What follows belongs to an exercise in optimizing a design on an open flow for small area; a production flow would make more cautious choices. Function was checked by simulation only, so behaviour that the tests miss may differ from the original. No activity file was given, so power comes from the tool's default toggle rates.

==> flow/design.v <==
package motion_pkg;
  localparam int num_motors = 2;
  localparam int word_bits  = 64;
  localparam int acc_bits   = 16;   
  localparam int dur_bits   = 16;   
  localparam int op_bits    = 8;
  localparam int free_bits  = 4;
endpackage
`timescale 1ns/1ps
module motion_core (
  input  logic       buffered_clk,
  input  logic       resetn_in,
  input  logic       sck,
  input  logic       cs_n,
  input  logic       copi,
  output logic       cipo,
  output logic [1:0] step,
  output logic [1:0] dir,
  output logic [1:0] enable_out,
  output logic       buffer_dtr,
  output logic       move_done
);
  logic rst;
  always_ff @(posedge buffered_clk) begin
    rst <= ~resetn_in;
  end
  logic [2:0]  sck_s;
  logic [2:0]  cs_s;
  logic        sck_rise, sck_fall, cs_rise, cs_fall;
  logic [63:0] rx;           
  logic [6:0]  bit_cnt;
  logic        cnt64;
  logic        dec;          
  logic [7:0]  op;
  assign sck_rise = sck_s[1] & ~sck_s[2];
  assign sck_fall = ~sck_s[1] & sck_s[2];
  assign cs_rise  = cs_s[1] & ~cs_s[2];
  assign cs_fall  = ~cs_s[1] & cs_s[2];
  assign cnt64    = bit_cnt[6];
  assign dec      = bit_cnt == 7'd68;
  assign op       = rx[63:56];
  always_ff @(posedge buffered_clk) begin
    sck_s <= {sck_s[1:0], sck};
    cs_s  <= {cs_s[1:0], cs_n};
  end
  logic sh1, sh0;
  always_ff @(posedge buffered_clk) begin
    sh1 <= sck_s[0] & ~sck_s[1];
    sh0 <= ~(sck_s[0] & ~sck_s[1]);
    rx  <= ({rx[62:0], copi} & {64{sh1}}) | (rx & {64{sh0}});
  end
  always_ff @(posedge buffered_clk) begin
    if (rst || cs_fall) begin
      bit_cnt <= '0;
    end else if (cnt64 ? (cs_rise || bit_cnt[5:0] != '0) : sck_fall) begin
      bit_cnt <= bit_cnt + 7'd1;
    end
  end
  logic       push;
  logic [7:0] last_op;
  logic [7:0] moves_done;
  logic [3:0] md_wait;
  logic       overflow;
  logic       move_complete;
  logic       full;
  logic       is_enable, is_move, is_clear;
  assign is_enable = op == 8'h01;
  assign is_move   = op == 8'h02;
  assign is_clear  = op == 8'h03;
  always_ff @(posedge buffered_clk) begin
    push <= dec & is_move & ~full;
  end
  always_ff @(posedge buffered_clk) begin
    if (rst) begin
      last_op <= '0;
    end else if (dec) begin
      last_op <= op;
    end
  end
  always_ff @(posedge buffered_clk) begin
    if (rst) begin
      enable_out <= '0;
      moves_done <= '0;
      md_wait    <= '0;
      overflow   <= 1'b0;
    end else begin
      if (dec & is_enable) begin
        enable_out <= rx[49:48];
      end
      if (dec & is_clear) begin
        moves_done <= '0;
        md_wait    <= '0;
      end else if (cs_s[1]) begin
        if (move_complete || md_wait != '0) begin
          moves_done <= moves_done + 8'd1;
        end
        if (md_wait != '0 && !move_complete) begin
          md_wait <= md_wait - 4'd1;
        end
      end else if (move_complete) begin
        md_wait <= md_wait + 4'd1;
      end
      if (dec & is_clear) begin
        overflow <= 1'b0;
      end else if (dec & is_move & full) begin
        overflow <= 1'b1;
      end
    end
  end
  logic [49:0] ring [8];
  logic [2:0]  wr_rel, rd_rel;
  logic        empty;
  logic        pop;
  logic        pend;         
  logic        wr_now;
  logic [3:0]  free_slots;
  logic [49:0] head;
  logic        ld;
  assign empty      = (wr_rel == rd_rel) & ~full;
  assign free_slots = {empty, rd_rel - wr_rel};
  logic [2:0]  wr_rel_d;
  logic        full_d, pend_d, wsel1, wsel0;
  assign wr_now   = wsel1;
  assign wr_rel_d = rst ? 3'd0 : wr_rel - {2'b0, ~push};
  assign full_d   = rst ? 1'b0 : pop ? 1'b0 : (push && (wr_rel + 3'd1) == rd_rel) ? 1'b1 : full;
  assign pend_d   = push | (pend & (wr_rel != 3'd1));
  logic [7:0]  rsel;
  always_comb begin
    for (int i = 0; i < 8; i++) begin
      rsel[i] = ld & (rd_rel == 3'(i));
    end
    head = '0;
    for (int i = 0; i < 8; i++) begin
      head = head | ({50{rsel[i]}} & ring[i]);
    end
  end
  always_ff @(posedge buffered_clk) begin
    pend  <= pend_d;
    wsel1 <= ((wr_rel_d == 3'd0) & ~full_d) | (pend_d & (wr_rel_d == 3'd1));
    wsel0 <= ~(((wr_rel_d == 3'd0) & ~full_d) | (pend_d & (wr_rel_d == 3'd1)));
  end
  always_ff @(posedge buffered_clk) begin
    for (int i = 0; i < 7; i++) begin
      ring[i] <= ring[i+1];
    end
    ring[7] <= (rx[49:0] & {50{wsel1}}) | (ring[0] & {50{wsel0}});
  end
  always_ff @(posedge buffered_clk) begin
    if (rst) begin
      rd_rel <= '0;
    end else begin
      rd_rel <= rd_rel - {2'b0, ~pop};
    end
    wr_rel <= wr_rel_d;
    full   <= full_d;
  end
  logic [2:0]  st;
  logic [15:0] rem;
  logic [15:0] inc0, inc1, acc0, acc1;
  logic [4:0]  s0, s1;
  logic [3:0]  r_nib;
  logic        c0, c1;       
  logic        b_in, bw;     
  logic        tick, running, chk, rem_last;
  assign ld       = st == 3'b001;
  assign tick     = st == 3'b111;
  assign running  = st[2] | st[1];
  assign pop      = st == 3'b010;
  assign chk      = st[1] & st[0];
  assign s0       = {1'b0, acc0[3:0]} + {1'b0, inc0[3:0]} + {4'b0, c0};
  assign s1       = {1'b0, acc1[3:0]} + {1'b0, inc1[3:0]} + {4'b0, c1};
  assign step     = {tick & s1[4], tick & s0[4]};
  assign b_in     = (st[1:0] == 2'b00) | bw;
  assign r_nib    = rem[3:0] - {3'b0, b_in};
  assign rem_last = (rem[15:4] == '0) & ((st[2] ? r_nib : rem[3:0]) == '0);
  assign move_complete = chk & rem_last;
  always_ff @(posedge buffered_clk) begin
    inc0 <= {head[39:32], head[47:40]} | ({16{~ld}} & {inc0[3:0], inc0[15:4]});
    inc1 <= {head[23:16], head[31:24]} | ({16{~ld}} & {inc1[3:0], inc1[15:4]});
    rem  <= {head[7:0], head[15:8]} | ({16{~ld}} & {st[2] ? r_nib : rem[3:0], rem[15:4]});
    acc0 <= {st[2] ? s0[3:0] : 4'b0, acc0[15:4]};
    acc1 <= {st[2] ? s1[3:0] : 4'b0, acc1[15:4]};
    c0   <= st[2] & ~chk & s0[4];
    c1   <= st[2] & ~chk & s1[4];
    bw   <= b_in & (rem[3:0] == '0);
  end
  always_ff @(posedge buffered_clk) begin
    if (rst) begin
      st  <= 3'b000;
      dir <= '0;
    end else begin
      dir <= head[49:48] | ({2{~ld}} & dir);
      if ((st == 3'b000 && empty) || move_complete) begin
        st <= 3'b000;
      end else if (tick) begin
        st <= 3'b100;
      end else begin
        st <= st + 3'd1;
      end
    end
  end
  assign buffer_dtr = ~full;
  assign move_done  = empty & ~running;
  logic [3:0] free_snap;
  logic       busy_snap;
  logic [63:0] status;
  always_ff @(posedge buffered_clk) begin
    if (cs_fall) begin
      free_snap <= free_slots;
      busy_snap <= running;
    end
  end
  assign status = {last_op, 40'd0, moves_done, free_snap, overflow, busy_snap, enable_out};
  assign cipo   = ~cnt64 & status[~bit_cnt[5:0]];
endmodule
==> flow/flow/run.sh <==
#!/bin/bash
# Layout flow: the standard ORFS flow, except
#  - the combinational logic is mapped with an area-oriented ABC script
#    (flow/abc_area_map.script) in place of ORFS's delay-oriented one; the
#    rest of synthesis is ORFS's, so the registers are the standard ones,
#    which is checked below against a standard synthesis run first;
#  - CTS uses small clock buffers and no dummy loads;
#  - the ports get single-drive buffers.
# Each tool's output goes to a log file in this folder.
set -euo pipefail
RES=orfs/results/sky130hd/motion_core/base

bash standard.sh synth > synth_standard.log 2>&1
mkdir -p synth_standard
cp $RES/1_2_yosys.v synth_standard/

# 2. The same synthesis with the area mapping script
rm -rf alt_scripts && mkdir alt_scripts
for f in "$FLOW_HOME"/scripts/*; do ln -s "$f" alt_scripts/; done
rm alt_scripts/abc_speed.script
cp flow/abc_area_map.script alt_scripts/abc_speed.script
rm -f $RES/1_2_yosys.v $RES/1_2_yosys.sdc $RES/1_synth.odb $RES/1_synth.sdc
SCRIPTS_DIR=$PWD/alt_scripts bash standard.sh synth > synth_area.log 2>&1

# 3. Both netlists must hold the same registers, by name and cell type
regs() { grep -E '^\s*sky130_fd_sc_hd__(s?e?df|dl)[a-z0-9_]* ' "$1" | awk '{print $1, $2}' | sort; }
regs synth_standard/1_2_yosys.v > regs_standard.txt
regs $RES/1_2_yosys.v > regs_area.txt
if ! cmp -s regs_standard.txt regs_area.txt || [ ! -s regs_standard.txt ]; then
  echo "register mismatch: falling back to the standard synthesis" >> synth_area.log
  rm -f $RES/1_2_yosys.v $RES/1_2_yosys.sdc $RES/1_synth.odb $RES/1_synth.sdc
  bash standard.sh synth > synth_standard_again.log 2>&1
fi

# 4. The rest of the standard flow
export CTS_ARGS="-sink_clustering_enable -repair_clock_nets -sink_clustering_size 6 -sink_clustering_max_diameter 30 -buf_list sky130_fd_sc_hd__clkbuf_2 -dont_use_dummy_load"
export BUFFER_PORTS_ARGS="-buffer_cell sky130_fd_sc_hd__buf_1"
bash standard.sh > flow_make.log 2>&1
==> flow/flow/abc_area_map.script <==
strash
&get -n
&fraig -x
&put
scorr
dc2
strash
&get -n
&dch -f
&nf -R 1000 -p
&put
==> flow/standard.sh <==
#!/bin/bash
# synth_recipe.tcl (not shown) runs the flow's synth.tcl, then flattens the netlist and writes it again
# the make line also repeats each setting of config.mk as NAME=value (left out here)
make -C /OpenROAD-flow-scripts/flow DESIGN_CONFIG=/design/flow/config.mk WORK_HOME=/design/flow/orfs CLKGATE_MAP_FILE= SYNTH_SCRIPT=/design/flow/synth_recipe.tcl "${@:-finish}"
==> flow/config.mk <==
export PLATFORM = sky130hd
export DESIGN_NAME = motion_core
export DESIGN_NICKNAME = motion_core
export VERILOG_FILES = /design/flow/design.v
export SDC_FILE = /design/flow/constraint.sdc
export NUM_CORES = 4
export LEC_CHECK = 0
export CAP_MARGIN = 20
export CORE_MARGIN = 2
export CORE_UTILIZATION = 40
export SLEW_MARGIN = 20
==> flow/constraint.sdc <==
create_clock -name core_clock -period 10.0 [get_ports {buffered_clk}]
set_input_delay 2.0000 -clock core_clock [delete_from_list [all_inputs] [get_ports {buffered_clk}]]
set_output_delay 2.0000 -clock core_clock [all_outputs]
set_load 0.01 [all_outputs]
==> summary.txt, run 1 <==
Timing
  – Final Hold Fails: 0
  – Worst Slack Setup Final: around 5200 ps
  – RSZ-0062 raised after global routing: no
  – Max Slew Vio Count: 0
  – Min Tclk post-route: between 4000 and 5000 ps
  – Fmax: between 200 and 250 MHz
  – Final worst-path cycle share: 47.7%
  – Total negative slack: 0 ps
  – Slew headroom: 30.4%
  – Slew @ Worst Pin: 1040 ps
  – Post-route clock skew: between 100 and 150 ps
  – Final setup violation count: 0

Logic synthesis
  – Main combinational cell family by area after synthesis: compound AO/OA/AOI/OAI gates
  – Avg Inst Size Synth: 14.1 µm²
  – Area share of xor/xnor cells in the synthesized design: less than 1%
  – Mapped Area: between 15000 and 20000 µm²
  – Top post-synthesis cells by area: dfxtp_1 72%, a222oi_1 8.9%, a22o_1 6.0%
  – Sequential cell area fraction in the yosys report: 72.8%
  – Post-Synth Simple-Gate Area: 5.17%
  – Multiplexer share of the synthesized area: between 1 and 1.5%
  – Top cell type by total area after synthesis: dfxtp_1
  – Yosys top cell area share: between 70% and 80%
  – Area share of fa/ha/maj cells after synthesis: 2.58%
  – Net count after synthesis: between 1000 and 1500
  – Yosys warning total: 2
  – #FFs+latches synth: approximately 600
  – Synth cell types: 38
  – Area fraction in compound gates after synthesis: ~17%
  – Synth Instances: 1193

Critical path
  – Arrival time at the worst endpoint: approximately 2800 ps
  – Reg-to-Reg End: rem[13]
  – Critical path fanouts, max: 10
  – Crit path cell chain: mux4_2 -> a22oi_1 -> o21ai_0 -> nand3_1 -> a21oi_1 -> buf_1
  – Startpoint Class: flop
  – WP data required: about 8000 ps
  – Slowest-stage cell, CP: dfxtp_1
  – Reg2Reg Depth: 7
  – R2R setup slack: around 6600 ps
  – Max incr delay on CP: ~650 ps
  – Reg-to-Reg Start: st[2]
  – Critical path class: flop to primary output
  – Worst setup EP type: primary output

Layout
  – Nets: 1378
  – Number of fill cells: about 4000
  – Share of post-route cells with drive strength above 1: between 10% and 20%
  – Area grow syn2layout: 8.91%
  – Final Util: between 40% and 50%
  – Non-Filler Instances: between 1500 and 2000

Detailed routing
  – # DRC: 0
  – ANT nets after route: 0
  – Vias: between 10000 and 15000
  – DRT iter0 DRCs: 1359
  – Vias/cell: 5.69
  – WL per Instance: slightly below 20 µm
  – Pre-antenna DRT Iters: 7
  – Detailed-route wire length: about 37000 µm

Floorplan
  – Die ar.: approximately 44000 µm²
  – Row Count: 75
  – Die height: about 210 µm
  – Core Area: between 40000 and 50000 µm²
  – Initial Util: a little over 40%
  – Die width: 209 µm
  – Ports: 14

Run
  – Max-cap violations: 0

Global routing
  – Met1 Use GR: a little under a quarter
  – GR Layer Usage met2: a little over a quarter
  – Initial antenna violation count: 1
  – GRT overflow: 0
  – First-pass GRT wire length: 60000 µm
  – Pin count of the biggest net entering global routing: 65
  – Via count of the first global-routing pass: between 10000 and 15000
  – Grt met3 use: under 10%
  – Gr busiest metal: met2
  – GRT Util Overall: around 17%

Power and ir drop
  – Power Total: roughly 4300 µW
  – P per Cell Area: between 200 and 250 nW/µm²
  – P_leak: ~0.007 µW
  – Maximum vdd drop: between 100 and 150 µV

Min path
  – Hold path depth: 0
  – Worst hold path class: flop to flop
  – Worst Hold End: ring[6][0]
  – Hold Crit Start: ring[7][0]

Clock network
  – Skew-Pair Late Insertion Delay: 1000 ps
  – Hold buffer count at cts: 0
  – Clock slew at reported path FFs: between 100 and 150 ps
  – CTS H-tree depth: 3
  – Total CTS buffers: about 120
  – # resized after CTS: 0
  – TritonCTS sink count: between 600 and 700
  – Post-CTS setup buffers: 0
  – CTS tree: built
  – CTS root buf: clkbuf_2
  – Worst-case clock buffer depth: 3

Placement
  – DP Worst Slack: about 6200 ps
  – Buffers on Ports: 13
  – Post-DP HPWL: just under 20000 µm
  – Placer congestion estimate: between 0.7 and 0.8
  – Cell total after placement: 1760

Outcome
  – Status: timing/DRC/antenna clean
synthesized netlist by cell type:
master,count
dfxtp_1,602
a222oi_1,149
a22o_1,115
nand3_1,51
nor2_1,40
clkinv_1,30
a21oi_1,28
ha_1,25
nand2_1,25
nor3_1,19
o21ai_0,10
and3_1,9
xnor2_1,9
a21o_1,7
nor4_1,7
fa_1,6
mux4_2,6
nand2b_1,6
nor2b_1,6
edfxtp_1,5
mux2i_1,5
a211oi_1,4
and2_0,4
xor2_1,4
nand4_1,3
or2_0,3
a22oi_1,2
a311oi_1,2
a31oi_1,2
a21boi_0,1
and4_1,1
nand4b_1,1
nor3b_1,1
o21a_1,1
o21bai_1,1
o22a_1,1
o41ai_1,1
or4b_1,1
area by class of cell:
type	count	area (µm²)	share of cell area, %
Timing Repair Buffer	28	161	0.884
Antenna cell	1	2.50	0.0137
Sequential cell	607	12200	66.8
Clock buffer	119	596	3.26
Multi-Input combinational cell	556	4510	24.7
Inverter	30	113	0.617
Tap cell	539	674	3.69
cell usage in the layout (no fill, tap or decap), drive strengths merged, types with 2 or more instances in the layout:
cell and instances:
xnor2 9, a22oi 2, nor4 7, a211oi 4, buf 28, xor2 4
edfxtp 5, a21oi 28, clkbuf 119, nand4 3, mux4 6, mux2i 5
nand2b 6, fa 6, and2 4, a222oi 149, ha 25, a21o 7
nor3 19, nor2 40, o21ai 10, a22o 115, a31oi 2, a311oi 2
and3 9, nor2b 6, or2 3, nand2 25, clkinv 30, nand3 51
dfxtp 602
kinds of logic after synthesis:
| family | after synthesis |
|---|---|
| compound gates | 324 |
| xor+xnor | 13 |
| fa+ha+maj | 31 |
| buf+inv | 30 |
| flops | 607 |
| mux | 11 |
| simple gates | 177 |
worst max-delay path, delay by kind of cell, from the launching register on:
kind | cells | cell delay, ps
mux | 1 | 590
buf+inv | 1 | 130
simple gates | 1 | 90
compound gates | 3 | 330
flops | 1 | 650
state kept, by name (all words and copies together), names as in the netlist, 2 cells and up:
| register | count |
|---|---|
| inc0 | 16 |
| bit_cnt | 7 |
| rem | 16 |
| wr_rel | 3 |
| md_wait | 4 |
| rx | 64 |
| inc1 | 16 |
| last_op | 8 |
| enable_out | 2 |
| acc1 | 16 |
| sck_s | 3 |
| moves_done | 8 |
| acc0 | 16 |
| ring | 400 |
| cs_s | 3 |
| dir | 2 |
| rd_rel | 3 |
| st | 3 |
| free_snap | 4 |
worst max-delay path by stage:
| stage | start | to | slack [ps] | cells after the start |
|---|---|---|---|---|
| floorplan | st[2] | rem[15] | 4090 | 5 |
| global placement | bit_cnt[0] | cipo | 6280 | 6 |
| detailed placement | bit_cnt[0] | cipo | 6230 | 6 |
| CTS | bit_cnt[0] | cipo | 5080 | 6 |
| global route | bit_cnt[0] | cipo | 4970 | 6 |
| finish | bit_cnt[0] | cipo | 5230 | 6 |
stage by stage:
stage / hold slack, ps / cell area (µm²)
finish: 201 / 18300
global route: 156 / 18300
CTS: 188 / 18300
detailed placement: 312 / 17700
global placement: 310 / 17700
floorplan: 310 / 16800
report_power, final:
| group | internal [µW] | switching, µW | total (µW) |
|---|---|---|---|
| Combinational | 143 | 317 | 460 |
| Clock | 308 | 775 | 1080 |
| Sequential | 2590 | 118 | 2710 |
per-layer routing:
layer / vias to the layer above / share of wire (%)
li1: 4983 / -
met2: 421 / 46
met4: 0 / 1.7
met1: 5245 / 45
met5: - / 0
met3: 56 / 7.4
==> run 2, diff against run 1 <==
--- a/flow/flow/run.sh
+++ b/flow/flow/run.sh
@@ -33,6 +33,6 @@
 fi
 
 # 4. The rest of the standard flow
-export CTS_ARGS="-sink_clustering_enable -repair_clock_nets -sink_clustering_size 6 -sink_clustering_max_diameter 30 -buf_list sky130_fd_sc_hd__clkbuf_2 -dont_use_dummy_load"
+export CTS_ARGS="-sink_clustering_enable -repair_clock_nets -sink_clustering_size 20 -sink_clustering_max_diameter 60 -buf_list sky130_fd_sc_hd__clkbuf_8 -tree_buf sky130_fd_sc_hd__clkbuf_4 -dont_use_dummy_load"
 export BUFFER_PORTS_ARGS="-buffer_cell sky130_fd_sc_hd__buf_1"
 bash standard.sh > flow_make.log 2>&1
==> summary.txt, run 2 <==
Outcome
  – Status: timing/DRC/antenna clean

Critical path
  – Startpoint Class: flop
  – Critical path fanouts, max: 10
  – Max incr delay on CP: between 600 and 700 ps
  – Crit path cell chain: mux4_2 -> a22oi_1 -> o21ai_0 -> nand3_1 -> a21oi_1 -> buf_1
  – WP data required: roughly 8000 ps
  – Worst setup EP type: primary output
  – CP startpoint: bit_cnt[0]
  – Reg-to-Reg Start: st[0]
  – Arrival time at the worst endpoint: about 2400 ps
  – Critical path class: flop to primary output
  – Slowest-stage cell, CP: dfxtp_1

Placement
  – Cell total after placement: about 1800
  – Post-DP HPWL: ~20000 µm
  – Placer congestion estimate: slightly below 0.8
  – Cell Area, Placed: between 15000 and 20000 µm²
  – DP Worst Slack: roughly 6200 ps
  – Buffers on Ports: 13

Global routing
  – First-pass GRT wire length: around 58000 µm
  – GRT overflow: 0
  – Pin count of the biggest net entering global routing: between 60 and 70
  – Initial antenna violation count: 0
  – Via count of the first global-routing pass: between 10000 and 15000
  – GRT Util Overall: about 17%

Clock network
  – CTS H-tree depth: 2
  – Post-CTS setup buffers: 0
  – TritonCTS sink count: 607
  – Total CTS buffers: 38
  – Worst-case clock buffer depth: 3
  – # resized after CTS: 0
  – Skew-Pair Late Insertion Delay: just under 600 ps
  – Clock slew at reported path FFs: around 110 ps
  – CTS tree: built
  – Hold buffer count at cts: 0
  – CTS root buf: clkbuf_8

Logic synthesis
  – Synth cell count leaders: 602 x dfxtp_1, 149 x a222oi_1, 115 x a22o_1
  – #FFs+latches synth: around 610
  – Main synth FF type: dfxtp_1
  – Post-synth EDFFs: 5
  – Net count after synthesis: 1229
  – Synth cell types: 38
  – Avg Inst Size Synth: around 14 µm²
  – Count leader, synth: dfxtp_1
  – Synth Instances: ~1200
  – Mapped Area: about 17000 µm²
  – Yosys warning total: 2
  – Asr flop ratio synth: 0%
  – Yosys top cell area share: between 70% and 80%
  – Sequential cell area fraction in the yosys report: between 70% and 80%
  – Top post-synthesis cells by area: dfxtp_1 72%, a222oi_1 8.9%, a22o_1 6.0%
  – Top cell type by total area after synthesis: dfxtp_1

Floorplan
  – Row Count: 75
  – Core Area: approximately 42000 µm²
  – Die width: between 200 and 250 µm
  – Die height: roughly 210 µm
  – Ports: 14
  – Initial Util: between 40 and 50%
  – Die ar.: about 44000 µm²

Timing
  – Slew @ Worst Pin: 1030 ps
  – Min Tclk post-route: about 4400 ps
  – Max Slew Vio Count: 0
  – Worst Slack Setup Final: about 5600 ps
  – Slew headroom: ~31%
  – Worst hold slack: just over 300 ps
  – Final worst-path cycle share: between 40% and 50%
  – Final setup violation count: 0
  – Post-route clock skew: ~70 ps
  – Fmax: approximately 230 MHz
  – Total negative slack: 0 ps
  – RSZ-0062 raised after global routing: no
  – Final Hold Fails: 0

Layout
  – Max reg flops: 400
  – Largest Register: ring
  – Ant. Diodes: 0
  – Reg area: approximately 12000 µm²
  – Commonest cells after routing, fill and taps aside: 598 x dfxtp_1, 149 x a222oi_1, 115 x a22o_1
  – Area grow syn2layout: 8.46%
  – Largest regs: ring (400), rx (64)
  – Nets: about 1300
  – Final Instance Area: between 15000 and 20000 µm²
  – Multi-input gate area: ~4500 µm²
  – Commonest non-fill, non-tap cell in the layout: dfxtp_1
  – Share of post-route cells with drive strength above 1: under 10%
  – Number of fill cells: around 3900
  – Non-Filler Instances: 1798

Power and ir drop
  – P per Cell Area: roughly 230 nW/µm²
  – P_leak: approximately 0.0068 µW
  – Maximum vdd drop: 104 µV

Detailed routing
  – Pre-antenna DRT Iters: 7
  – Vias/cell: 5.70
  – ANT nets after route: 0
  – DRT iter0 DRCs: between 1000 and 1500
  – WL per Instance: between 20 and 25 µm
  – Vias: 10300
  – Detailed-route wire length: ~36000 µm
  – # DRC: 0

Min path
  – Hold Crit Start: acc1[9]
  – Worst hold path class: flop to flop

Run
  – Max-cap violations: 0
[run 2: layout make-up]
type	count	share of cell area [%]
inverter	30	0.619
sequential	607	67.1
clock buffer	38	2.88
multi-input combinational	556	24.8
tap	539	3.71
timing repair buffer	28	0.887
[run 2: cells by family after synthesis]
logic type      synth area share, %
xor+xnor                      0.679
simple gates                   5.17
fa+ha+maj                      2.58
buf+inv                       0.672
compound gates                 17.0
flops                          72.8
mux                            1.10
[run 2: report_power, final]
group	switching, µW	internal, µW
Combinational	317	143
Clock	675	345
Sequential	117	2590
Total	1110	3080
[run 2: path summary, 6_finish.rpt]
| kind | to | slack (ps) | cells after the start |
|---|---|---|---|
| max | cipo | 5640 | 6 |
| min | acc1[5] | 300 | 0 |
| max reg2reg | moves_done[7] | 6570 | 17 |
| min reg2reg | acc1[5] | 300 | 0 |
[run 2: metal layers]
metal | routed length, µm | global-route usage, %
met3 | 2040 | 2.30
met4 | 609 | 4.04
met1 | 16900 | 23.2
met5 | 0 | 0
met2 | 16600 | 27.1
[run 2: stage by stage]
step,total power [µW],utilization [%]
final,4190,43.7
after global routing,4380,43.7
after CTS,4240,43.6
after detailed placement,3220,42.4
after global placement,3220,42.4
after floorplan,3000,-
[run 2: worst max-delay path: cells and delay by family (launching register included)]
family	cells	cell delay, ps
flops	1	640
simple gates	1	90
buf+inv	1	130
compound gates	3	330
mux	1	590
==> run 3, diff against run 2 <==
--- a/flow/flow/run.sh
+++ b/flow/flow/run.sh
@@ -33,6 +33,6 @@
 fi
 
 # 4. The rest of the standard flow
-export CTS_ARGS="-sink_clustering_enable -repair_clock_nets -sink_clustering_size 20 -sink_clustering_max_diameter 60 -buf_list sky130_fd_sc_hd__clkbuf_8 -tree_buf sky130_fd_sc_hd__clkbuf_4 -dont_use_dummy_load"
+export CTS_ARGS="-sink_clustering_enable -repair_clock_nets -sink_clustering_size 10 -sink_clustering_max_diameter 45 -buf_list sky130_fd_sc_hd__clkbuf_4 -sink_clustering_levels 1 -dont_use_dummy_load"
 export BUFFER_PORTS_ARGS="-buffer_cell sky130_fd_sc_hd__buf_1"
 bash standard.sh > flow_make.log 2>&1
==> summary.txt, run 3 <==
Outcome
  – Status: timing/DRC/antenna clean

Timing
  – Final setup violation count: 0
  – Slew headroom: a little under 30%
  – Fmax: 223 MHz
  – Min Tclk post-route: roughly 4500 ps
  – RSZ-0062 raised after global routing: no
  – Slew @ Worst Pin: 1050 ps
  – Final Hold Fails: 0
  – Post-route clock skew: slightly above 60 ps
  – Final worst-path cycle share: approximately 45%
  – Total negative slack: 0 ps
  – Max Slew Vio Count: 0

Placement
  – Placer congestion estimate: 0.776
  – Cell total after placement: roughly 1800
  – Post-DP HPWL: 19700 µm
  – Buffers on Ports: 13

Clock network
  – Worst-case clock buffer depth: 3
  – Clock slew at reported path FFs: about 100 ps
  – CTS tree: built
  – Post-CTS setup buffers: 0
  – Total CTS buffers: 73
  – CTS H-tree depth: 3
  – # resized after CTS: 0
  – TritonCTS sink count: around 610
  – Hold buffer count at cts: 0
  – CTS root buf: clkbuf_4
  – Skew-Pair Late Insertion Delay: 760 ps

Global routing
  – GRT overflow: 0
  – Gr busiest metal: met2
  – GR Layer Usage met2: ~27%
  – GRT Util Overall: between 10% and 20%
  – First-pass GRT wire length: 59000 µm
  – Grt met3 use: 3.28%
  – Initial antenna violation count: 1
  – Met1 Use GR: between 20 and 25%
  – Pin count of the biggest net entering global routing: 65
  – Via count of the first global-routing pass: roughly 11000

Critical path
  – WP data required: roughly 8000 ps
  – Reg2Reg Depth: 17
  – CP startpoint: bit_cnt[0]
  – Reg-to-Reg Start: st[0]
  – R2R setup slack: approximately 6600 ps
  – Startpoint Class: flop
  – Worst setup EP type: primary output
  – Critical path class: flop to primary output
  – Crit path capture: cipo
  – Critical path fanouts, max: 10
  – Reg-to-Reg End: moves_done[7]
  – Arrival time at the worst endpoint: around 2500 ps

Logic synthesis
  – Area share of fa/ha/maj cells after synthesis: under 10%
  – Post-synth EDFFs: 5
  – Synth cell count leaders: 602 x dfxtp_1, 149 x a222oi_1, 115 x a22o_1
  – Sequential cell area fraction in the yosys report: about 73%
  – Asr flop ratio synth: 0%
  – Avg Inst Size Synth: ~14 µm²
  – Post-Synth Simple-Gate Area: roughly 5.2%
  – Mapped Area: between 15000 and 20000 µm²
  – Top post-synthesis cells by area: dfxtp_1 72%, a222oi_1 8.9%, a22o_1 6.0%
  – Multiplexer share of the synthesized area: roughly 1.1%
  – Main combinational cell family by area after synthesis: compound AO/OA/AOI/OAI gates
  – Yosys warning total: 2
  – Synth cell types: 38
  – Main synth FF type: dfxtp_1
  – Net count after synthesis: 1229
  – Top cell type by total area after synthesis: dfxtp_1
  – Count leader, synth: dfxtp_1
  – Area fraction in compound gates after synthesis: between 10% and 20%
  – Yosys top cell area share: a little under three quarters
  – #FFs+latches synth: around 600
  – Synth Instances: between 1000 and 1500
  – Area share of xor/xnor cells in the synthesized design: 0.679%

Floorplan
  – Row Count: 75
  – Ports: 14
  – Core Area: 41700 µm²
  – Die height: 209 µm
  – Initial Util: between 40 and 50%
  – Die ar.: between 40000 and 50000 µm²
  – Die width: between 200 and 250 µm

Power and ir drop
  – Maximum vdd drop: between 100 and 150 µV
  – P_leak: between 0.006 and 0.007 µW
  – P per Cell Area: 232 nW/µm²

Layout
  – Area grow syn2layout: 8.62%
  – Number of fill cells: roughly 3900
  – Share of post-route cells with drive strength above 1: approximately 8.3%
  – Largest Register: ring
  – Commonest cells after routing, fill and taps aside: 598 x dfxtp_1, 149 x a222oi_1, 115 x a22o_1
  – Commonest non-fill, non-tap cell in the layout: dfxtp_1
  – Max reg flops: 400
  – Largest regs: ring (400), rx (64)
  – Non-Filler Instances: 1834
  – Nets: about 1300

Min path
  – Worst hold path class: flop to flop
  – Hold path depth: 0

Detailed routing
  – Pre-antenna DRT Iters: 10
  – Vias/cell: ~5.7
  – ANT nets after route: 0
  – Vias: between 10000 and 15000
  – # DRC: 0
  – DRT iter0 DRCs: between 1000 and 1500
  – Detailed-route wire length: between 30000 and 40000 µm
  – WL per Instance: 20.1 µm

Run
  – Max-cap violations: 0
==> run 3: changes by cell type in the layout (fill, tap and decap cells not counted) <==
cell      previous run  this run
clkbuf_4             0        73
clkbuf_8            38         0
diode_2              0         1
==> run 3: cell families after synthesis <==
kind of cell	Yosys count
AOI/OAI and AO/OA	324
xor gates and xnor gates	13
adders and majority gates	31
buffers and inverters	30
DFF	607
muxes	11
and+or+nand+nor	177
==> run 3: power by group <==
group / total (µW) / internal [µW] / switching [µW]
clock network: 1050 / 338 / 715
logic: 461 / 143 / 318
registers: 2710 / 2590 / 119
total: 4230 / 3070 / 1150
==> run 3: final cells by class <==
| class | instances | area [µm²] | share of cell area [%] |
|---|---|---|---|
| sequential | 607 | 12200 | 67.0 |
| multi-input combinational | 556 | 4510 | 24.8 |
| tap | 539 | 674 | 3.70 |
| clock buffer | 73 | 548 | 3.01 |
| timing repair buffer | 28 | 161 | 0.886 |
| inverter | 30 | 113 | 0.618 |
| antenna | 1 | 2.50 | 0.0137 |
==> run 3: stage by stage <==
stage,power [µW],instance area [µm²],worst slack (ps),hold slack [ps],utilization [%]
floorplan,3000,16800,4090,310,-
global placement,3220,17700,6280,310,42.4
detailed placement,3220,17700,6230,312,42.4
CTS,4270,18200,5430,316,43.7
global route,4420,18200,5330,327,43.7
finish,4230,18200,5530,325,43.7
==> run 3: worst max-delay path: stages, from the launching register on <==
cell	delay, ps
dfxtp_1	640
mux4_2	590
a22oi_1	140
o21ai_0	110
nand3_1	90
a21oi_1	80
buf_1	130
==> run 3: how the worst min path moves through the flow <==
stage / startpoint / endpoint / slack [ps]
floorplan: acc0[4] / acc0[0] / 310
global placement: acc0[4] / acc0[0] / 310
detailed placement: acc0[14] / acc0[10] / 310
CTS: ring[3][20] / ring[2][20] / 320
global route: ring[3][20] / ring[2][20] / 330
finish: acc1[4] / acc1[0] / 320
==> run 3: per-layer routing <==
layer	part of all wire [%]	vias up
li1	-	4880
met1	46	5177
met2	46	336
met3	6.3	51
met4	1.7	0
met5	0	-
==> run 4, diff against run 3 <==
--- a/flow/design.v
+++ b/flow/design.v
@@ -112,7 +112,6 @@
   logic        empty;
   logic        pop;
   logic        pend;         
-  logic        wr_now;
   logic [3:0]  free_slots;
   logic [49:0] head;
   logic        ld;
@@ -120,7 +119,6 @@
   assign free_slots = {empty, rd_rel - wr_rel};
   logic [2:0]  wr_rel_d;
   logic        full_d, pend_d, wsel1, wsel0;
-  assign wr_now   = wsel1;
   assign wr_rel_d = rst ? 3'd0 : wr_rel - {2'b0, ~push};
   assign full_d   = rst ? 1'b0 : pop ? 1'b0 : (push && (wr_rel + 3'd1) == rd_rel) ? 1'b1 : full;
   assign pend_d   = push | (pend & (wr_rel != 3'd1));
--- a/flow/flow/run.sh
+++ b/flow/flow/run.sh
@@ -33,6 +33,6 @@
 fi
 
 # 4. The rest of the standard flow
-export CTS_ARGS="-sink_clustering_enable -repair_clock_nets -sink_clustering_size 10 -sink_clustering_max_diameter 45 -buf_list sky130_fd_sc_hd__clkbuf_4 -sink_clustering_levels 1 -dont_use_dummy_load"
+export CTS_ARGS="-sink_clustering_enable -repair_clock_nets -sink_clustering_size 20 -sink_clustering_max_diameter 60 -buf_list sky130_fd_sc_hd__clkbuf_8 -dont_use_dummy_load"
 export BUFFER_PORTS_ARGS="-buffer_cell sky130_fd_sc_hd__buf_1"
 bash standard.sh > flow_make.log 2>&1
==> summary.txt, run 4 <==
Outcome
  – Status: timing/DRC/antenna clean

Layout
  – Number of fill cells: ~3800
  – Reg area: about 12000 µm²
  – Largest regs: ring (400), rx (64)
  – Commonest non-fill, non-tap cell in the layout: dfxtp_1
  – Non-Filler Instances: approximately 1800
  – Max reg flops: 400
  – Share of post-route cells with drive strength above 1: a little under 6%
  – Ant. Diodes: 0
  – Area grow syn2layout: 8.46%
  – Largest Register: ring
  – Commonest cells after routing, fill and taps aside: 598 x dfxtp_1, 149 x a222oi_1, 115 x a22o_1
  – Multi-input gate area: around 4500 µm²
  – Nets: 1297

Logic synthesis
  – Area share of fa/ha/maj cells after synthesis: roughly 2.6%
  – Multiplexer share of the synthesized area: under 10%
  – Post-synth EDFFs: 5
  – Count leader, synth: dfxtp_1
  – Top cell type by total area after synthesis: dfxtp_1
  – Asr flop ratio synth: 0%
  – Post-Synth Simple-Gate Area: 5.17%
  – Synth cell count leaders: 602 x dfxtp_1, 149 x a222oi_1, 115 x a22o_1
  – Area share of xor/xnor cells in the synthesized design: 0.679%
  – Yosys top cell area share: between 70% and 80%
  – Avg Inst Size Synth: roughly 14 µm²
  – Net count after synthesis: roughly 1200
  – Yosys warning total: 2
  – Synth cell types: 38
  – Top post-synthesis cells by area: dfxtp_1 72%, a222oi_1 8.9%, a22o_1 6.0%
  – Main combinational cell family by area after synthesis: compound AO/OA/AOI/OAI gates
  – Synth Instances: about 1200
  – Mapped Area: roughly 17000 µm²
  – Main synth FF type: dfxtp_1
  – Area fraction in compound gates after synthesis: roughly 17%
  – #FFs+latches synth: a little over 600
  – Sequential cell area fraction in the yosys report: between 70% and 80%

Timing
  – Final setup violation count: 0
  – Worst hold slack: between 200 and 300 ps
  – RSZ-0062 raised after global routing: no
  – Min Tclk post-route: approximately 4400 ps
  – Post-route clock skew: about 63 ps
  – Total negative slack: 0 ps
  – Max Slew Vio Count: 0
  – Slew headroom: between 20 and 30%
  – Slew @ Worst Pin: about 1100 ps
  – Worst Slack Setup Final: 5590 ps
  – Fmax: around 230 MHz
  – Final Hold Fails: 0
  – Final worst-path cycle share: between 40% and 50%

Critical path
  – Slowest-stage cell, CP: dfxtp_1
  – Reg2Reg Depth: 17
  – R2R setup slack: around 6500 ps
  – Crit path cell chain: mux4_2 -> a22oi_1 -> o21ai_0 -> nand3_1 -> a21oi_1 -> buf_1
  – Critical path class: flop to primary output
  – Arrival time at the worst endpoint: between 2000 and 2500 ps
  – Worst Path Buf+Inv: 1
  – CP startpoint: bit_cnt[0]
  – Kind of cell adding the most delay to the critical path: flip-flops
  – Reg-to-Reg Start: st[0]
  – Startpoint Class: flop
  – WP data required: around 8000 ps
  – Max incr delay on CP: roughly 640 ps
  – Worst setup EP type: primary output
  – Reg-to-Reg End: moves_done[7]
  – Critical path fanouts, max: 10
  – Levels on crit path: 6
  – Crit path capture: cipo

Clock network
  – Hold buffer count at cts: 0
  – Skew-Pair Late Insertion Delay: approximately 630 ps
  – TritonCTS sink count: 607
  – CTS root buf: clkbuf_8
  – Total CTS buffers: 38
  – # resized after CTS: 0
  – Post-CTS setup buffers: 0
  – CTS H-tree depth: 2
  – Clock slew at reported path FFs: between 100 and 150 ps
  – CTS tree: built
  – Worst-case clock buffer depth: 3

Min path
  – Worst hold path class: flop to flop

Detailed routing
  – Vias: 10300
  – Vias/cell: 5.70
  – DRT iter0 DRCs: approximately 1400
  – WL per Instance: 20.2 µm
  – Pre-antenna DRT Iters: 6
  – ANT nets after route: 0
  – # DRC: 0
  – Detailed-route wire length: around 36000 µm

Global routing
  – Pin count of the biggest net entering global routing: 65
  – GRT Util Overall: 16.8%
  – First-pass GRT wire length: ~60000 µm
  – Initial antenna violation count: 0
  – GRT overflow: 0
  – Via count of the first global-routing pass: a little over 10000

Power and ir drop
  – Maximum vdd drop: around 100 µV
  – P_leak: about 0.007 µW
  – P per Cell Area: 231 nW/µm²
  – Power Total: ~4200 µW

Floorplan
  – Die height: 209 µm
  – Die ar.: approximately 44000 µm²
  – Ports: 14
  – Die width: 209 µm
  – Core Area: between 40000 and 50000 µm²
  – Row Count: 75
  – Initial Util: just over 40%

Placement
  – Cell total after placement: between 1500 and 2000
  – Placer congestion estimate: roughly 0.77
  – DP Worst Slack: roughly 6200 ps
  – Post-DP HPWL: 19700 µm
  – Buffers on Ports: 13

Run
  – Max-cap violations: 0
[run 4: cell counts after synthesis]
Identical to the previous run, type by type.
[run 4: area by class of cell]
type                       instances  area share (%)
clock buffer                      38            2.88
inverter                          30           0.619
sequential                       607            67.1
timing repair buffer              28           0.887
multi-input combinational        556            24.8
tap                              539            3.71
[run 4: worst min path at each step]
stage	from	endpoint	slack, ps	cells past startpoint
detailed placement	acc0[7]	acc0[3]	310	0
floorplan	acc0[4]	acc0[0]	310	0
CTS	ring[1][49]	ring[0][49]	290	0
global route	ring[1][49]	ring[0][49]	300	0
global placement	acc0[6]	acc0[2]	310	0
finish	ring[3][47]	ring[2][47]	300	0
[run 4: routing by layer]
layer / GRT usage, % / wire length (µm)
met5: 0 / 0
met4: 5.52 / 865
met3: 3.07 / 2380
met2: 26.3 / 16300
met1: 23.5 / 16800
[run 4: where the power goes]
| part | total (µW) | switching, µW | internal, µW | leakage [µW] |
|---|---|---|---|---|
| clock network | 1040 | 690 | 345 | 0.000273 |
| registers | 2710 | 118 | 2590 | 0.00492 |
| logic | 459 | 316 | 142 | 0.00161 |
[run 4: cells by family (layout without fill, tap and decap cells)]
kind of cell / count (synthesis) / in the layout
compound gates: 324 / 324
buf+inv: 30 / 96
fa+ha+maj: 31 / 31
simple gates: 177 / 177
xor+xnor: 13 / 13
mux: 11 / 11
flops: 607 / 607
[run 4: stage by stage]
| stage | utilization [%] | cell area [µm²] |
|---|---|---|
| after global placement | 42.4 | 17700 |
| after floorplan | - | 16800 |
| after detailed placement | 42.4 | 17700 |
| after CTS | 43.6 | 18200 |
| final | 43.7 | 18200 |
| after global routing | 43.7 | 18200 |
==> run 5, diff against run 4 <==
--- a/flow/design.v
+++ b/flow/design.v
@@ -169,13 +169,13 @@
   assign s1       = {1'b0, acc1[3:0]} + {1'b0, inc1[3:0]} + {4'b0, c1};
   assign step     = {tick & s1[4], tick & s0[4]};
   assign b_in     = (st[1:0] == 2'b00) | bw;
-  assign r_nib    = rem[3:0] - {3'b0, b_in};
-  assign rem_last = (rem[15:4] == '0) & ((st[2] ? r_nib : rem[3:0]) == '0);
+  assign r_nib    = rem[3:0] - {3'b0, st[2] & b_in};   
+  assign rem_last = (rem[15:4] == '0) & (r_nib == '0);
   assign move_complete = chk & rem_last;
   always_ff @(posedge buffered_clk) begin
     inc0 <= {head[39:32], head[47:40]} | ({16{~ld}} & {inc0[3:0], inc0[15:4]});
     inc1 <= {head[23:16], head[31:24]} | ({16{~ld}} & {inc1[3:0], inc1[15:4]});
-    rem  <= {head[7:0], head[15:8]} | ({16{~ld}} & {st[2] ? r_nib : rem[3:0], rem[15:4]});
+    rem  <= {head[7:0], head[15:8]} | ({16{~ld}} & {r_nib, rem[15:4]});
     acc0 <= {st[2] ? s0[3:0] : 4'b0, acc0[15:4]};
     acc1 <= {st[2] ? s1[3:0] : 4'b0, acc1[15:4]};
     c0   <= st[2] & ~chk & s0[4];
--- a/flow/flow/run.sh
+++ b/flow/flow/run.sh
@@ -33,6 +33,6 @@
 fi
 
 # 4. The rest of the standard flow
-export CTS_ARGS="-sink_clustering_enable -repair_clock_nets -sink_clustering_size 20 -sink_clustering_max_diameter 60 -buf_list sky130_fd_sc_hd__clkbuf_8 -dont_use_dummy_load"
+export CTS_ARGS="-sink_clustering_enable -repair_clock_nets -sink_clustering_size 10 -sink_clustering_max_diameter 45 -buf_list sky130_fd_sc_hd__clkbuf_4 -dont_use_dummy_load"
 export BUFFER_PORTS_ARGS="-buffer_cell sky130_fd_sc_hd__buf_1"
 bash standard.sh > flow_make.log 2>&1
==> summary.txt, run 5 <==
Outcome
  – Status: timing/DRC/antenna clean

Timing
  – Total negative slack: 0 ps
  – Slew headroom: a little over a quarter
  – Min Tclk post-route: about 4600 ps
  – Final setup violation count: 0
  – RSZ-0062 raised after global routing: no
  – Final worst-path cycle share: 45.8%
  – Post-route clock skew: 57.1 ps
  – Max Slew Vio Count: 0
  – Final Hold Fails: 0
  – Slew @ Worst Pin: around 1100 ps
  – Fmax: about 220 MHz

Logic synthesis
  – Avg Inst Size Synth: ~14 µm²
  – Synth Instances: between 1000 and 1500
  – Top cell type by total area after synthesis: dfxtp_1
  – Yosys top cell area share: 71.9%
  – #FFs+latches synth: slightly above 600
  – Count leader, synth: dfxtp_1
  – Main synth FF type: dfxtp_1
  – Synth cell count leaders: 602 x dfxtp_1, 147 x a222oi_1, 116 x a22o_1
  – Sequential cell area fraction in the yosys report: between 70% and 80%
  – Yosys warning total: 2
  – Mapped Area: around 17000 µm²
  – Top post-synthesis cells by area: dfxtp_1 72%, a222oi_1 8.8%, a22o_1 6.1%
  – Asr flop ratio synth: 0%
  – Synth cell types: 35
  – Post-synth EDFFs: 5
  – Net count after synthesis: around 1200

Min path
  – Worst hold path class: flop to flop
  – Hold Crit Start: ring[7][1]
  – Worst Hold End: ring[6][1]
  – Hold path depth: 0

Clock network
  – Total CTS buffers: between 70 and 80
  – CTS H-tree depth: 3
  – # resized after CTS: 0
  – Hold buffer count at cts: 0
  – CTS tree: built
  – TritonCTS sink count: just over 600
  – Skew-Pair Late Insertion Delay: slightly above 700 ps
  – CTS root buf: clkbuf_4
  – Post-CTS setup buffers: 0
  – Worst-case clock buffer depth: 3
  – Clock slew at reported path FFs: 100 ps

Floorplan
  – Initial Util: 40.8%
  – Die ar.: about 44000 µm²
  – Die width: about 210 µm
  – Row Count: 74
  – Die height: 209 µm
  – Ports: 14
  – Core Area: approximately 40000 µm²

Critical path
  – Arrival time at the worst endpoint: between 2000 and 3000 ps
  – R2R setup slack: approximately 6700 ps
  – Reg2Reg Depth: 14
  – Worst setup EP type: primary output
  – WP data required: roughly 8000 ps
  – Reg-to-Reg End: moves_done[6]
  – Critical path class: flop to primary output
  – Startpoint Class: flop
  – Reg-to-Reg Start: st[1]
  – Critical path fanouts, max: 10

Power and ir drop
  – Internal: 3050 µW
  – Combinational power share: roughly a tenth
  – Maximum vdd drop: between 100 and 150 µV
  – P_leak: ~0.0069 µW
  – P per Cell Area: between 200 and 250 nW/µm²
  – Clock power frac: 24.9%
  – Switching power: between 1000 and 1500 µW
  – Switch share: between 20% and 30%
  – Sequential power share: between 60 and 70%

Global routing
  – GRT overflow: 0
  – GRT Util Overall: roughly 17%
  – First-pass GRT wire length: 58800 µm
  – Pin count of the biggest net entering global routing: 65
  – Via count of the first global-routing pass: about 11000
  – Initial antenna violation count: 1

Layout
  – Non-Filler Instances: about 1800
  – Area grow syn2layout: 8.66%
  – Max reg flops: 400
  – Share of post-route cells with drive strength above 1: between 8 and 9%
  – Largest regs: ring (400), rx (64)
  – Commonest cells after routing, fill and taps aside: 598 x dfxtp_1, 147 x a222oi_1, 116 x a22o_1
  – Largest Register: ring
  – Number of fill cells: ~3800
  – Final Util: between 40% and 50%
  – Nets: 1334
  – Commonest non-fill, non-tap cell in the layout: dfxtp_1

Detailed routing
  – Pre-antenna DRT Iters: 10
  – Detailed-route wire length: between 30000 and 40000 µm
  – # DRC: 0
  – Vias: approximately 10000
  – DRT iter0 DRCs: 1295
  – Vias/cell: roughly 5.7
  – WL per Instance: ~20 µm
  – ANT nets after route: 0

Placement
  – Placer congestion estimate: 0.760
  – Post-DP HPWL: 20100 µm
  – Buffers on Ports: 13
  – Cell total after placement: around 1800

Run
  – Max-cap violations: 0
[run 5: cell count changes in the layout (fill, tap and decap cells not counted), moves of 2 or more]
cell | before | now
nor3_1 | 15 | 13
o21a_1 | 1 | 3
buf_4 | 15 | 17
a221oi_1 | 0 | 3
nor2_1 | 37 | 41
nand2_1 | 25 | 29
a222oi_1 | 149 | 147
nand3_1 | 51 | 49
clkbuf_8 | 38 | 0
clkbuf_4 | 0 | 72
[run 5: worst max path at each step]
stage | to | from | depth (start not counted)
6_report | cipo | bit_cnt[0] | 7
5_1_grt | cipo | bit_cnt[0] | 7
4_1_cts | cipo | bit_cnt[0] | 7
3_5_place_dp | cipo | bit_cnt[0] | 7
3_3_place_gp | cipo | bit_cnt[0] | 7
2_1_floorplan | dir[0] | st[2] | 4
[run 5: metrics by stage]
| step | hold WS, ps | worst slack [ps] | power [µW] | area, µm² |
|---|---|---|---|---|
| 6_report | 285 | 5420 | 4200 | 18200 |
| 5_1_grt | 279 | 5190 | 4390 | 18200 |
| 4_1_cts | 286 | 5310 | 4240 | 18200 |
| 3_5_place_dp | 312 | 6110 | 3200 | 17700 |
| 3_3_place_gp | 310 | 6100 | 3200 | 17700 |
| 2_1_floorplan | 310 | 4320 | 2980 | 16800 |
[run 5: per-layer routing]
| metal | vias to the layer above | GRT usage, % | wire [µm] |
|---|---|---|---|
| met5 | - | 0 | 0 |
| met4 | 0 | 5.57 | 644 |
| met2 | 315 | 26.3 | 16300 |
| met3 | 60 | 2.90 | 2120 |
| li1 | 4895 | - | - |
| met1 | 5178 | 23.9 | 17600 |
[run 5: worst max-delay path: stages (launching register included)]
cell and delay, ps:
dfxtp_1 660, mux4_2 580, o21a_1 170, o21ai_0 80, a21oi_1 90, a21oi_1 130
nor2_1 50, buf_1 130
[run 5: kinds of logic (layout without fill, tap and decap cells)]
logic type	after synthesis	in the layout	share of synthesized area, %
adders and majority gates	31	31	2.58
other	0	1	0
and+or+nand+nor	177	177	5.05
AOI/OAI and AO/OA	323	323	17.0
muxes	11	11	1.11
xor gates and xnor gates	14	14	0.732
DFF	607	607	72.8
buffers and inverters	31	133	0.694
[run 5: area by class of cell]
class / count / area (µm²) / share of cell area, %
Antenna cell: 1 / 2.50 / 0.0137
Clock buffer: 72 / 541 / 2.97
Inverter: 31 / 116 / 0.639
Multi-Input combinational cell: 556 / 4500 / 24.7
Sequential cell: 607 / 12200 / 67.0
Tap cell: 532 / 666 / 3.66
Timing Repair Buffer: 30 / 176 / 0.969
[run 5: power by group through the flow]
stage               sequential, µW  clock (µW)  combinational, µW
global placement              2750           0                447
CTS                           2700        1090                450
finish                        2700        1040                449
floorplan                     2730           0                253
global route                  2730        1170                490
detailed placement            2760           0                448

[static timing again, ports no longer ideal]
Ports are ideal in the flow. The routed layouts listed here were re-timed in OpenROAD.
Step 1: set_driving_cell puts a clkbuf_16 on buffered_clk and a buf_2 on each other input, an assumption about the parent block.
Step 2 also shifts input and output timing later by t, the mid clock arrival at the registers, as if the neighbouring blocks saw the same clock.
Three values: no drivers, after step 1, after step 2; two values: the first two.
| run | t (ns) | slack for setup (ns) | worst setup path after step 2 | latest minus earliest clock arrival (ns) |
|---|---|---|---|---|
| run 1 | 0.990 | 5.226 / 5.182 / 6.172 | register to output | 0.182 / 0.182 |
| run 2 | 0.611 | 5.640 / 5.592 / 6.204 | register to output | 0.081 / 0.081 |
| run 3 | 0.774 | 5.525 / 5.477 / 6.252 | register to output | 0.064 / 0.063 |
| run 4 | 0.647 | 5.590 / 5.543 / 6.190 | register to output | 0.070 / 0.070 |
| run 5 | 0.738 | 5.418 / 5.372 / 6.109 | register to output | 0.075 / 0.075 |
After both steps every run listed still meets setup and hold.
